Context: an optimization exercise on an open-source flow, tuned for small area. The choices shown serve that exercise and are no tape-out recipe.
Only simulation tests tie the RTL to the original design; equivalence was not proved.

==> flow/design.v (outline; a module is shown in full before it is edited, if it fits) <==
// module seizure_datapath: 7909 lines
module seizure_datapath (
	input logic clk,
	input logic arst_n,
	input logic en,
	input logic signed [15:0] sample,
	output logic [119:0] feat,
	output logic feat_valid,
	output logic detect,
	output logic stim
);
  // ...
==> flow/run.sh <==
#!/bin/bash
# synth_recipe.tcl (not shown) runs the flow's synth.tcl, then flattens the netlist and writes it again
# the make line also repeats each setting of config.mk as NAME=value (left out here)
make -C /OpenROAD-flow-scripts/flow DESIGN_CONFIG=/design/flow/config.mk WORK_HOME=/design/flow/orfs CLKGATE_MAP_FILE= SYNTH_SCRIPT=/design/flow/synth_recipe.tcl finish
==> flow/config.mk <==
export PLATFORM = sky130hd
export DESIGN_NAME = seizure_datapath
export DESIGN_NICKNAME = seizure_datapath
export VERILOG_FILES = /design/flow/design.v
export SDC_FILE = /design/flow/constraint.sdc
export NUM_CORES = 4
export LEC_CHECK = 0
export ABC_AREA = 1
export CAP_MARGIN = 20
export CORE_MARGIN = 2
export CORE_UTILIZATION = 40
export SLEW_MARGIN = 20
==> flow/constraint.sdc <==
create_clock -name core_clock -period 11.0 [get_ports {clk}]
set_input_delay 2.2000 -clock core_clock [delete_from_list [all_inputs] [get_ports {clk}]]
set_output_delay 2.2000 -clock core_clock [all_outputs]
set_load 0.01 [all_outputs]
==> metrics.yaml, run 1 <==
final_util: 0.442
grt_setup_unrepaired: "false"
synth_mux_area_frac: 0.000647
status: "timing/DRC/antenna clean"
ff_latch_area_sq_mm: 0.00631
min_period_over_period: 0.955
seq_cells: 233
synth_area_sq_mm: 0.0329
clkCellAreaFrac: 0.0321
setup-violations-final: 0
nNetsFinal: 4675
synth_area_leaders: "fa_1 25%, ha_1 13%, dfrtp_1 11%"
reg_top3: "acc_ne: 37 flops, b_ne: 37 flops, acc_pw: 36 flops"
synth-xor-area-share: 0.0782
cts_buffer_depth: 3
crit_top_cell: "inv_1"
taps: 1070
dieArea_sq_mm: 0.0845
placementRows: 105
path_class: "reg -> out"
met2_usage: 0.352
multi_input_area_share: 0.622
synth_compound_gate_area_share: 0.0959
die_w_microns: 291
worst_pin_slew_ns: 0.939
path_depth: 33
==> inputs of run 2 (changes only) <==
--- a/flow/config.mk
+++ b/flow/config.mk
@@ -11,2 +11,5 @@
 export CORE_UTILIZATION = 40
+export CTS_BUF_LIST = sky130_fd_sc_hd__clkbuf_4 sky130_fd_sc_hd__clkbuf_8
+export CTS_CLUSTER_DIAMETER = 60
+export CTS_CLUSTER_SIZE = 20
 export SLEW_MARGIN = 20
==> run 2 against run 1 <==
  * Synthesized cell count is the same
  * Critical path type unchanged
  * Clock-buffer cell count is the same
  * Die area is the same
  * Still clean
==> metrics.yaml, run 2 <==
yosysTopAreaCell: "fa_1"
io_pins: 142
min_path_type: "reg -> reg"
grt_setup_unrepaired: "true"
status: "timing/DRC/antenna clean"
first_global_vias: 25243
dp_hpwl_mm: 70.3
clkTransAtPathRegs_ns: 0.07
placementRows: 105  # unchanged
synth-seq-cells: 233
required_ns: 8.80
vias: 25000
place_area_sq_mm: 0.0348
max_freq_ghz: 0.0946
start_util: 0.402
worstSkewPairLatency_ns: 0.67
cap_violations: 0
met1_length_mm: 38.5
cp_data_arrival_time_ns: 8.38
netlist.area_leader.share: 0.250
vias_per_cell: 4.99
post-place-cells: 4927
top_layer: "met5"
grtUsageTotal: 0.208
ys_warn_count: 1
period_minus_slack_ns: 10.58
r2r-start: "x1[1]$_DFFE_PN0P_"
chipHeight_microns: 291
dr.pass1.iters: 5
drc: 0
grt_overflow: 0
cts_buffer_depth: 3  # unchanged
cts_made_buffers: 40
cp_slowest_stage_delay_ns: 0.62
final_common_cell: "inv_1"
seq_area_frac_synth: 0.191
synth_area_leaders: "fa_1 25%, ha_1 13%, dfrtp_1 11%"
die_w_microns: 291  # unchanged
worst_pin_slew_ns: 0.965  # +0.0264 ns
synth_area_sq_mm: 0.0329  # unchanged
yosysMostFrequentCell: "inv_1"
r2r_slack_ns: 2.95
synth_edf_count: 93
place.gp.congestion: 0.910
report.final.hold_viol_count: 0
crit_top_cell: "inv_1"
dieArea_sq_mm: 0.0845  # unchanged
place.port_buffers: 116
r2r_end: "acc_pw[30]$_DFFE_PP_"
min_period_over_period: 0.961  # +0.00614
syn_avg_cell_area_sq_um: 8.50
cp_max_fo: 8
worst_setup_path_start_kind: "flop"
crit_path_end_kind: "primary output"
wl_met3_mm: 4.31
multiInputGateArea_sq_mm: 0.0225
antenna_found_initial: 4
wl_met2_mm: 40.9
yosys-top-cells-count: "892 x inv_1, 614 x nand2_1, 410 x fa_1"
grt_max_degree: 79
final_antenna_net_count: 0
path_class: "reg -> out"
synthFlopType: "dfrtp_1"
synth.distinct_cells: 59
root_buffer: "clkbuf_8"
cpMaxStageDelayCell: "fa_2"
avgRoutedWirePerCell_microns: 17.3
r2r_cells: 31
syn_inst: 3868
clkSinkCount: 233
post-route-cell-area_sq_mm: 0.0358
relSlewSlack: 0.357
cts_htree_levels: 2
setup-violations-final: 0  # unchanged
final_cell_mix: "891 x inv_1, 610 x nand2_1, 408 x fa_1"
skew_ns: 0.0627
coreArea_sq_mm: 0.0817
layout-drive-gt1-share: 0.0510
grt_pass1_wl_mm: 140
nNetsFinal: 4679  # +0.086%
cp-endpoint: "feat[30]"
reg_top3: "acc_ne: 37 flops, b_ne: 37 flops, acc_pw: 36 flops"
cts_tree: "built"
area_growth_pct: 8.98
nFillCells: 8151
postSynth.asyncResetShare: 0.601
cp-startpoint: "x1[1]$_DFFE_PN0P_"
drt_wl_total_mm: 86.6
drv_slew: 0
instances_no_fill: 5014
ff_latch_area_sq_mm: 0.00631  # about the same
drt_iter0_markers: 1523
run 2: cell count changes in the layout (fill, tap and decap cells not counted), sizes merged:
cell and delta:
bufinv +1, clkbuf -1, clkdlybuf4s50 -2, clkinv -2, clkinvlp +6, diode -2, dlymetal6s2s +2, inv +4
run 2: area by class of cell:
cell class / instances / area share
multi-input combinational: 2582 / 0.627
timing repair buffer: 153 / 0.0404
inverter: 902 / 0.0945
tap: 1070 / 0.0374
antenna: 1 / 0.0000698
sequential: 233 / 0.176
clock inverter: 26 / 0.00723
clock buffer: 47 / 0.0175
run 2: worst min path at each step:
stage	from	end	slack [ns]	cells past startpoint
after floorplan	vote_q$_DFF_PN0_	detect$_DFF_PN0_	0.33	0
after global routing	vote_q$_DFF_PN0_	detect$_DFF_PN0_	0.36	0
final	vote_q$_DFF_PN0_	detect$_DFF_PN0_	0.35	0
after global placement	vote_q$_DFF_PN0_	detect$_DFF_PN0_	0.34	0
after detailed placement	vote_q$_DFF_PN0_	detect$_DFF_PN0_	0.34	0
after CTS	vote_q$_DFF_PN0_	detect$_DFF_PN0_	0.36	0
run 2: stage by stage:
stage	hold WS [ns]	setup TNS, ns	util	setup WS [ns]
after global placement	0.336	0	0.425	0.742
after detailed placement	0.341	0	0.425	0.656
after CTS	0.357	0	0.436	0.00362
after floorplan	0.331	0	-	1.56
final	0.351	0	0.439	0.425
after global routing	0.365	-0.0396	0.439	-0.0396
run 2: logic make-up (layout without fill, tap and decap cells):
| kind of cell | Yosys count | after routing | share of synthesized area |
|---|---|---|---|
| other | 1 | 26 | 0.000114 |
| XOR/XNOR | 285 | 285 | 0.0782 |
| flip-flops | 233 | 233 | 0.191 |
| adder cells (fa/ha/maj) | 748 | 748 | 0.378 |
| AO/OA/AOI/OAI | 522 | 522 | 0.0959 |
| AND/OR/NAND/NOR | 1000 | 1000 | 0.125 |
| buffers and inverters | 1077 | 1128 | 0.131 |
| multiplexers | 2 | 2 | 0.000647 |
run 2: layer usage:
| layer | GRT usage | up-vias |
|---|---|---|
| li1 | - | 12082 |
| met1 | 0.279 | 12210 |
| met2 | 0.348 | 569 |
| met3 | 0.0280 | 135 |
| met4 | 0.0686 | 4 |
| met5 | 0 | - |
run 2: what timing repair did:
item,CTS,global route
resized for setup,3,26
hold buffers,0,0
hold endpoints to repair,0,0
setup endpoints to repair,3,11
pin swaps,0,5
buffers inserted,0,13
run 2: worst max-delay path: cells and delay by family, from the launching register on:
kind                     cells  cell delay (ns)
AO/OA/AOI/OAI                5             0.99
adder cells (fa/ha/maj)      9             3.68
buffers and inverters       11             1.21
flip-flops                   1             0.48
AND/OR/NAND/NOR             11             1.37

## re-timing with driven ports
Ports are ideal in the flow. The routed layouts listed here were re-timed in OpenROAD.
Step 1, drivers: a clkbuf_16 drives clk and a buf_2 each remaining input, both assumed.
Step 2 times the ports against the registers' clock, not the clock port: input delays grow and output delays shrink by t, the midpoint of the rising clock arrivals with the driver on.
a / b / c = no drivers / after step 1 / after step 2; a / b = the first two.
run	shift t [ns]	setup WS [ns]	worst setup path at the end	worst slew at a driven data input, ns
run 1	0.638	0.492 / 0.422 / 1.060	register to output	0.14
run 2	0.707	0.425 / 0.361 / 1.067	register to output	0.13
After both steps every run listed still meets setup and hold.
